This is an optimization exercise on Yosys and OpenROAD, whose aim is small area, a short achievable clock period and few clock cycles, not a production implementation.
Only simulation tests tie the RTL to the original design; equivalence was not proved.
Power and IR drop assume default switching activity.

// cpuTop
module cpuTop (
    input  logic                       clk,
    input  logic                       reset,
    output logic [32-1:0] wbAdr,
    output logic [32-1:0] wbDatW,
    output logic                       wbWe,
    output logic                       wbCyc,
    output logic                       wbStb,
    input  logic [32-1:0] wbDatR,
    input  logic                       wbAck,
    output logic                       outValid,
    output logic [32-1:0] outData
);
Size: about 3500 cells after synthesis, roughly 140 I/O pins.
Settings: LEC_CHECK=0, CAP_MARGIN=20, CORE_MARGIN=2, CORE_UTILIZATION=40, CTS_BUF_LIST=sky130_fd_sc_hd__clkbuf_8, CTS_CLUSTER_SIZE=24, PLACE_DENSITY=0.6, SETUP_SLACK_MARGIN=2.0, SLEW_MARGIN=20, TNS_END_PERCENT=100; clock period 5.5 ns.
run.sh (not shown) runs the stock make flow with config.mk's settings and CLKGATE_MAP_FILE= SYNTH_SCRIPT=/design/flow/synth_recipe.tcl, a recipe that flattens the netlist after the stock synthesis.
The first run ran to the end with no violations.
Testbench counts at the start, summed over its fixed seeds: cycles 12,647.
Next try:
--- a/flow/design.v
+++ b/flow/design.v
@@ -225,15 +225,14 @@
     logic [W-1:0]     aReg;    
     logic [W-1:0]     bReg;    
     logic [W-1:0]     opB;     
     logic             useImm;
     logic             subOp;
     logic             fwdA;    
     logic             fwdB;    
-    logic             fwdOpB;  
     logic             fresh;   
     logic [W-1:0] res;
     logic         resPend;
     logic [R-1:0] resRd;
     logic [1:0] cls;
     logic [3:0] kind;
     logic       isAluClass;
@@ -256,19 +255,17 @@
     assign predTaken = (ir.ctlForm.variant == isaPkg::condAlways)
                     || ir.aluForm.imm[14-1];
     logic [W-1:0] opA;
     logic [W-1:0] opBFwd;
     logic [W-1:0] rtVal;
     logic [W-1:0] sum;
     logic [W-1:0] aluResult;
-    logic [W-1:0] immExt;
-    assign immExt = {{(W - 14){ir.aluForm.imm[14-1]}}, ir.aluForm.imm};
     assign opA = fwdA ? res : aReg;
+    assign opBFwd = (fwdB && !useImm) ? (res ^ {W{subOp}}) : opB;
     assign rtVal = fwdB ? res : bReg;
-    assign opBFwd = fwdOpB ? (res ^ {W{subOp}}) : opB;
     alu alu_i (
         .func  (ir.aluForm.op),
         .isSub (subOp),
         .opA   (opA),
         .opB   (opBFwd),
         .sum   (sum),
         .result(aluResult)
@@ -279,37 +276,33 @@
             isaPkg::condAlways:      condMet = 1'b1;
             isaPkg::condNegative:    condMet = opA[W-1];
             isaPkg::condNonNegative: condMet = !opA[W-1];
             default:                 condMet = (opA == '0);
         endcase
     end
     logic [P-1:0] target;
-    assign target = pc + immExt[P-1:0];
-    logic         redirect;
-    logic [P-1:0] fixAdr;
-    assign redirect = fresh && isBranch && (predTaken != condMet);
-    assign fixAdr = condMet ? target : pc;
+    assign target = pc + opB[P-1:0];
+    logic redirect;
+    assign redirect = fresh && isBranch && !predTaken && condMet;
     isaPkg::instrWord fetched;
     logic             fIsBranch;
     logic             fPredTaken;
     logic             fUseImm;
-    logic [W-1:0]     fImm;
     logic             fSub;
+    logic [W-1:0]     fImm;
     assign fetched = wbDatR;
     assign fIsBranch = (fetched.aluForm.cls == isaPkg::branch);
     assign fPredTaken = fIsBranch && ((fetched.ctlForm.variant == isaPkg::condAlways)
                                       || fetched.aluForm.imm[14-1]);
     assign fUseImm = (fetched.aluForm.cls == isaPkg::aluImm) || fIsBranch
                   || ((fetched.aluForm.cls == isaPkg::special)
                       && (fetched.ctlForm.kind == 2'b11) && !fetched.ctlForm.variant[1]);
     assign fSub = !fetched.aluForm.cls[1] && (fetched.aluForm.op == isaPkg::opSub);
     assign fImm = {{(W - 14){fetched.aluForm.imm[14-1]}},
                    fetched.aluForm.imm};
-    logic [P-1:0] fTarget;
-    assign fTarget = adr[P-1:0] + (fetched.aluForm.imm[P-1:0] + P'(32'd4));
     logic         aluExec;
     logic         dataAck;
     logic         loadAck;
     logic [W-1:0] rsData;
     logic [W-1:0] rtData;
     logic [W-1:0] aNext;
     logic [W-1:0] bNext;
@@ -349,63 +342,67 @@
             fresh <= 1'b0;
             outV <= 1'b0;
             resPend <= 1'b0;
         end else begin
             fresh <= (goodFetch && !memNext) || (dataAck && irWait);
             outV <= fresh && isOut;
             resPend <= aluExec;
-            if (fetchAck) begin
-                irValid <= goodFetch;
-            end
             if (goodFetch) begin
+                irValid <= 1'b1;
                 irWait <= memNext;
                 pc <= adrNext4;
                 if (memNext) begin
                     adr <= sum;
                     we <= isStore;
                     dreq <= 1'b1;
                 end else begin
-                    adr <= W'(fPredTaken ? fTarget : adrNext4);
+                    adr <= W'(adrNext4);
+                    cyc <= !fPredTaken;
                 end
             end else if (fetchAck) begin
                 squash <= 1'b0;
-                adr <= W'(redirect ? fixAdr : pc);
+                adr <= W'(redirect ? target : pc);
             end else if (dataAck) begin
                 dreq <= 1'b0;
                 we <= 1'b0;
                 irWait <= 1'b0;
-                adr <= W'((isBranch && predTaken) ? target : pc);
+                adr <= W'(pc);
+                cyc <= !(isBranch && predTaken);
+            end else if (fresh && isBranch && predTaken) begin
+                adr <= W'(condMet ? target : pc);
+                cyc <= 1'b1;
             end else if (redirect) begin
                 squash <= 1'b1;
-                pc <= fixAdr;
+                pc <= target;
             end
         end
     end
     always_ff @(posedge clk) begin
         if (aluExec) begin
             res <= aluResult;
             resRd <= ir.aluForm.rd;
         end
         if (fresh && isOut) begin
             oReg <= sum;
-        end else if (fetchAck && memNext) begin
+        end else if (goodFetch && memNext) begin
             oReg <= rtVal;
         end
-        if (fetchAck) begin
+        if (goodFetch) begin
             dLoad <= isLoad;
             dRd <= ir.aluForm.rd;
+        end
+        if (goodFetch) begin
             ir <= fetched;
             aReg <= aNext;
             bReg <= bNext;
             opB <= (fUseImm ? fImm : bNext) ^ {W{fSub}};
             useImm <= fUseImm;
             subOp <= fSub;
             fwdA <= aluExec && (ir.aluForm.rd == fetched.aluForm.rs);
             fwdB <= aluExec && (ir.aluForm.rd == fetched.aluForm.rt);
-            fwdOpB <= aluExec && (ir.aluForm.rd == fetched.aluForm.rt) && !fUseImm;
         end else if (loadAck) begin
             if (ir.aluForm.rs == dRd) begin
                 aReg <= wbDatR;
             end
             if (ir.aluForm.rt == dRd) begin
                 bReg <= wbDatR;
                 if (!useImm) begin
Effect: The new run went through all stages and came out clean. Fmax climbs by 1.6%. Die area rises by 0.43%. Critical path depth goes down by 1. Hold slack degrades by 0.025 ns. Design area climbs by 0.41%. Combinational power grows by about 5%. Clock skew came out lower by 0.0041 ns. Non-clock buffer count rises by 34. Total power came out higher by 2.0%.
Testbench counts after the change, summed over its fixed seeds: cycles 12,827.

---

Another version of the RTL of cpuTop (not shown whole).
For scale: roughly 4,600 cells after synthesis, about 140 I/O pins, roughly 41,000 um^2 of cells after synthesis.
==> module cpuTop, before the edit <==
module cpuTop (
    input  logic                       clk,
    input  logic                       reset,
    output logic [32-1:0] wbAdr,
    output logic [32-1:0] wbDatW,
    output logic                       wbWe,
    output logic                       wbCyc,
    output logic                       wbStb,
    input  logic [32-1:0] wbDatR,
    input  logic                       wbAck,
    output logic                       outValid,
    output logic [32-1:0] outData
);
    localparam int W = 32;
    localparam int R = 4;
    localparam int P = 10;
    logic [W-1:0] adr;
    logic         cyc;
    logic         we;
    logic         dreq;       
    logic         dLoad;      
    logic [R-1:0] dRd;        
    logic         squash;     
    logic [W-1:0] oReg;       
    logic         outV;
    logic [P-1:0]     pc;      
    isaPkg::instrWord ir;
    logic             irValid;
    logic             irWait;  
    logic [W-1:0]     aReg;    
    logic [W-1:0]     bReg;    
    logic             useImm;
    logic             subOp;
    logic             fresh;   
    logic [W-1:0] res;
    logic         resPend;
    logic [R-1:0] resRd;
    logic [1:0] cls;
    logic [3:0] kind;
    logic       isAluClass;
    logic       isBranch;
    logic       isSpecial;
    logic       isLoad;
    logic       isStore;
    logic       isOut;
    logic       isMem;
    logic       predTaken;
    assign cls = ir.aluForm.cls;
    assign kind = {ir.ctlForm.kind, ir.ctlForm.variant};
    assign isAluClass = !cls[1];
    assign isBranch = (cls == isaPkg::branch);
    assign isSpecial = (cls == isaPkg::special);
    assign isLoad = isSpecial && (kind == isaPkg::kindLoad);
    assign isStore = isSpecial && (kind == isaPkg::kindStore);
    assign isOut = isSpecial && (kind == isaPkg::kindOut);
    assign isMem = isSpecial && (kind[3:1] == 3'b110);
    assign predTaken = (ir.ctlForm.variant == isaPkg::condAlways)
                    || ir.aluForm.imm[14-1];
    logic [W-1:0] opA;
    logic [W-1:0] opBFwd;
    logic [W-1:0] rtVal;
    logic [W-1:0] sum;
    logic [W-1:0] aluResult;
    logic [W-1:0] immExt;
    assign immExt = {{(W - 14){ir.aluForm.imm[14-1]}}, ir.aluForm.imm};
    assign opA = aReg;
    assign rtVal = bReg;
    assign opBFwd = (useImm ? immExt : rtVal) ^ {W{subOp}};
    alu alu_i (
        .func  (ir.aluForm.op),
        .isSub (subOp),
        .opA   (opA),
        .opB   (opBFwd),
        .sum   (sum),
        .result(aluResult)
    );
    logic condMet;
    always_comb begin
        case (ir.ctlForm.variant)
            isaPkg::condAlways:      condMet = 1'b1;
            isaPkg::condNegative:    condMet = opA[W-1];
            isaPkg::condNonNegative: condMet = !opA[W-1];
            default:                 condMet = (opA == '0);
        endcase
    end
    logic [P-1:0] target;
    assign target = pc + immExt[P-1:0];
    logic         redirect;
    logic [P-1:0] fixAdr;
    assign redirect = fresh && isBranch && (predTaken != condMet);
    assign fixAdr = condMet ? target : pc;
    isaPkg::instrWord fetched;
    logic             fIsBranch;
    logic             fPredTaken;
    logic             fUseImm;
    logic             fSub;
    assign fetched = wbDatR;
    assign fIsBranch = (fetched.aluForm.cls == isaPkg::branch);
    assign fPredTaken = fIsBranch && ((fetched.ctlForm.variant == isaPkg::condAlways)
                                      || fetched.aluForm.imm[14-1]);
    assign fUseImm = (fetched.aluForm.cls == isaPkg::aluImm) || fIsBranch
                  || ((fetched.aluForm.cls == isaPkg::special)
                      && (fetched.ctlForm.kind == 2'b11) && !fetched.ctlForm.variant[1]);
    assign fSub = !fetched.aluForm.cls[1] && (fetched.aluForm.op == isaPkg::opSub);
    logic [P-1:0] fTarget;
    assign fTarget = adr[P-1:0] + (fetched.aluForm.imm[P-1:0] + P'(32'd4));
    logic         aluExec;
    logic         dataAck;
    logic         loadAck;
    logic [W-1:0] rsData;
    logic [W-1:0] rtData;
    logic [W-1:0] aNext;
    logic [W-1:0] bNext;
    assign aluExec = fresh && isAluClass;
    assign dataAck = cyc && wbAck && dreq;
    assign loadAck = dataAck && dLoad;
    regFile regFile_i (
        .clk      (clk),
        .reset    (reset),
        .rsIdx    (fetched.aluForm.rs),
        .rtIdx    (fetched.aluForm.rt),
        .rdIdx    (resPend ? resRd : dRd),
        .writeEn  (resPend || loadAck),
        .writeData(resPend ? res : wbDatR),
        .rsData   (rsData),
        .rtData   (rtData)
    );
    assign aNext = (aluExec && ir.aluForm.rd == fetched.aluForm.rs) ? aluResult
                 : (resPend && resRd == fetched.aluForm.rs) ? res : rsData;
    assign bNext = (aluExec && ir.aluForm.rd == fetched.aluForm.rt) ? aluResult
                 : (resPend && resRd == fetched.aluForm.rt) ? res : rtData;
    logic         fetchAck;
    logic         goodFetch;
    logic         memNext;    
    logic [P-1:0] adrNext4;
    assign fetchAck = cyc && wbAck && !dreq;
    assign goodFetch = fetchAck && !squash && !redirect;
    assign memNext = irValid && !irWait && isMem;
    assign adrNext4 = adr[P-1:0] + P'(32'd4);
    always_ff @(posedge clk) begin
        if (reset) begin
            adr <= 32'h0000_0000;
            cyc <= 1'b1;
            we <= 1'b0;
            dreq <= 1'b0;
            squash <= 1'b0;
            irValid <= 1'b0;
            irWait <= 1'b0;
            fresh <= 1'b0;
            outV <= 1'b0;
            resPend <= 1'b0;
        end else begin
            fresh <= (goodFetch && !memNext) || (dataAck && irWait);
            outV <= fresh && isOut;
            resPend <= aluExec;
            if (fetchAck) begin
                irValid <= goodFetch;
            end
            if (goodFetch) begin
                irWait <= memNext;
                pc <= adrNext4;
                if (memNext) begin
                    adr <= sum;
                    we <= isStore;
                    dreq <= 1'b1;
                end else begin
                    adr <= W'(fPredTaken ? fTarget : adrNext4);
                end
            end else if (fetchAck) begin
                squash <= 1'b0;
                adr <= W'(redirect ? fixAdr : pc);
            end else if (dataAck) begin
                dreq <= 1'b0;
                we <= 1'b0;
                irWait <= 1'b0;
                adr <= W'((isBranch && predTaken) ? target : pc);
            end else if (redirect) begin
                squash <= 1'b1;
                pc <= fixAdr;
            end
        end
    end
    always_ff @(posedge clk) begin
        if (aluExec) begin
            res <= aluResult;
            resRd <= ir.aluForm.rd;
        end
        if (fresh && isOut) begin
            oReg <= sum;
        end else if (fetchAck && memNext) begin
            oReg <= rtVal;
        end
        if (fetchAck) begin
            dLoad <= isLoad;
            dRd <= ir.aluForm.rd;
            ir <= fetched;
            aReg <= aNext;
            bReg <= bNext;
            useImm <= fUseImm;
            subOp <= fSub;
        end else if (loadAck) begin
            if (ir.aluForm.rs == dRd) begin
                aReg <= wbDatR;
            end
            if (ir.aluForm.rt == dRd) begin
                bReg <= wbDatR;
            end
        end
    end
    assign wbAdr = adr;
    assign wbCyc = cyc;
    assign wbStb = cyc;
    assign wbWe = we;
    assign wbDatW = oReg;
    assign outValid = outV;
    assign outData = oReg;
endmodule
export LEC_CHECK = 0
export ABC_AREA = 1
export CAP_MARGIN = 20
export CORE_MARGIN = 2
export CORE_UTILIZATION = 40
export PLACE_DENSITY = 0.6
export SETUP_SLACK_MARGIN = 2.0
export SLEW_MARGIN = 20
export TNS_END_PERCENT = 100
create_clock -name core_clock -period 5.5 [get_ports {clk}]
standard.sh (not shown) runs the stock make flow with config.mk's settings and CLKGATE_MAP_FILE= SYNTH_SCRIPT=/design/flow/synth_recipe.tcl, a recipe that flattens the netlist after the stock synthesis.
==> flow/flow/run.sh <==
#!/bin/bash
# The standard layout (the standard.sh, standard synthesis included),
# with the port buffers made from buf_2 cells instead of the flow's default
# choice: every input and output port still gets its own buffer.
set -o pipefail
cp standard.sh standard_sh.log
export BUFFER_PORTS_ARGS="-buffer_cell sky130_fd_sc_hd__buf_2"
bash standard.sh > standard.log 2>&1
Testbench counts at the start, summed over its fixed seeds: cycles 12,647.
Then changed:
--- a/flow/design.v
+++ b/flow/design.v
@@ -226,11 +226,8 @@
     logic [W-1:0]     bReg;    
     logic             useImm;
     logic             subOp;
     logic             fresh;   
-    logic [W-1:0] res;
-    logic         resPend;
-    logic [R-1:0] resRd;
     logic [1:0] cls;
     logic [3:0] kind;
     logic       isAluClass;
     logic       isBranch;
@@ -313,18 +310,16 @@
         .clk      (clk),
         .reset    (reset),
         .rsIdx    (fetched.aluForm.rs),
         .rtIdx    (fetched.aluForm.rt),
-        .rdIdx    (resPend ? resRd : dRd),
-        .writeEn  (resPend || loadAck),
-        .writeData(resPend ? res : wbDatR),
+        .rdIdx    (dreq ? dRd : ir.aluForm.rd),
+        .writeEn  (aluExec || loadAck),
+        .writeData(dreq ? wbDatR : aluResult),
         .rsData   (rsData),
         .rtData   (rtData)
     );
-    assign aNext = (aluExec && ir.aluForm.rd == fetched.aluForm.rs) ? aluResult
-                 : (resPend && resRd == fetched.aluForm.rs) ? res : rsData;
-    assign bNext = (aluExec && ir.aluForm.rd == fetched.aluForm.rt) ? aluResult
-                 : (resPend && resRd == fetched.aluForm.rt) ? res : rtData;
+    assign aNext = (aluExec && ir.aluForm.rd == fetched.aluForm.rs) ? aluResult : rsData;
+    assign bNext = (aluExec && ir.aluForm.rd == fetched.aluForm.rt) ? aluResult : rtData;
     logic         fetchAck;
     logic         goodFetch;
     logic         memNext;    
     logic [P-1:0] adrNext4;
@@ -342,13 +337,11 @@
             irValid <= 1'b0;
             irWait <= 1'b0;
             fresh <= 1'b0;
             outV <= 1'b0;
-            resPend <= 1'b0;
         end else begin
             fresh <= (goodFetch && !memNext) || (dataAck && irWait);
             outV <= fresh && isOut;
-            resPend <= aluExec;
             if (fetchAck) begin
                 irValid <= goodFetch;
             end
             if (goodFetch) begin
@@ -375,12 +368,8 @@
             end
         end
     end
     always_ff @(posedge clk) begin
-        if (aluExec) begin
-            res <= aluResult;
-            resRd <= ir.aluForm.rd;
-        end
         if (fresh && isOut) begin
             oReg <= sum;
         end else if (fetchAck && memNext) begin
             oReg <= rtVal;
The changed run ran to the end with no violations. Non-clock buffer count rises by 55. Final cell count goes down by 6.9%. Total power shrinks by 0.48%. Global-route usage shrinks by 0.74 points. Via count is lower by 5.7%.
Testbench counts after the change, summed over its fixed seeds: cycles 12,647.

## what the ideal ports hide
How much do the figures lean on ideal ports? The routed layouts below were timed once more, with nothing changed but the port constraints.
Step 1 assumes that a clkbuf_16 drives the clock port and a buf_2 every other input.
Step 2 also shifts input and output timing later by t, the mid clock arrival at the registers, as if the neighbouring blocks saw the same clock.
a / b / c = ideal ports / drivers / drivers and shift; a / b = the first two.
run | t (ns) | setup slack, ns | worst setup path after step 2 | slew at the worst register clock pin (ns) | worst data-port slew with drivers (ns)
the first run of note 1 | 0.897 | 1.712 / 1.712 / 1.252 | input to register | 0.07 / 0.07 | 0.05
the second run of note 1 | 0.899 | 1.771 / 1.771 / 1.091 | input to register | 0.07 / 0.07 | 0.04
the first run of note 2 | 0.752 | 1.959 / 1.878 / 1.127 | input to register | 0.07 / 0.07 | 0.21
the second run of note 2 | 0.717 | 1.763 / 1.808 / 1.091 | input to register | 0.08 / 0.08 | 0.12
After both steps every run listed still meets setup and hold. The setup slack of the first run of note 2, which loses most, moves by -0.081 ns with the drivers and by -0.832 ns with both steps.
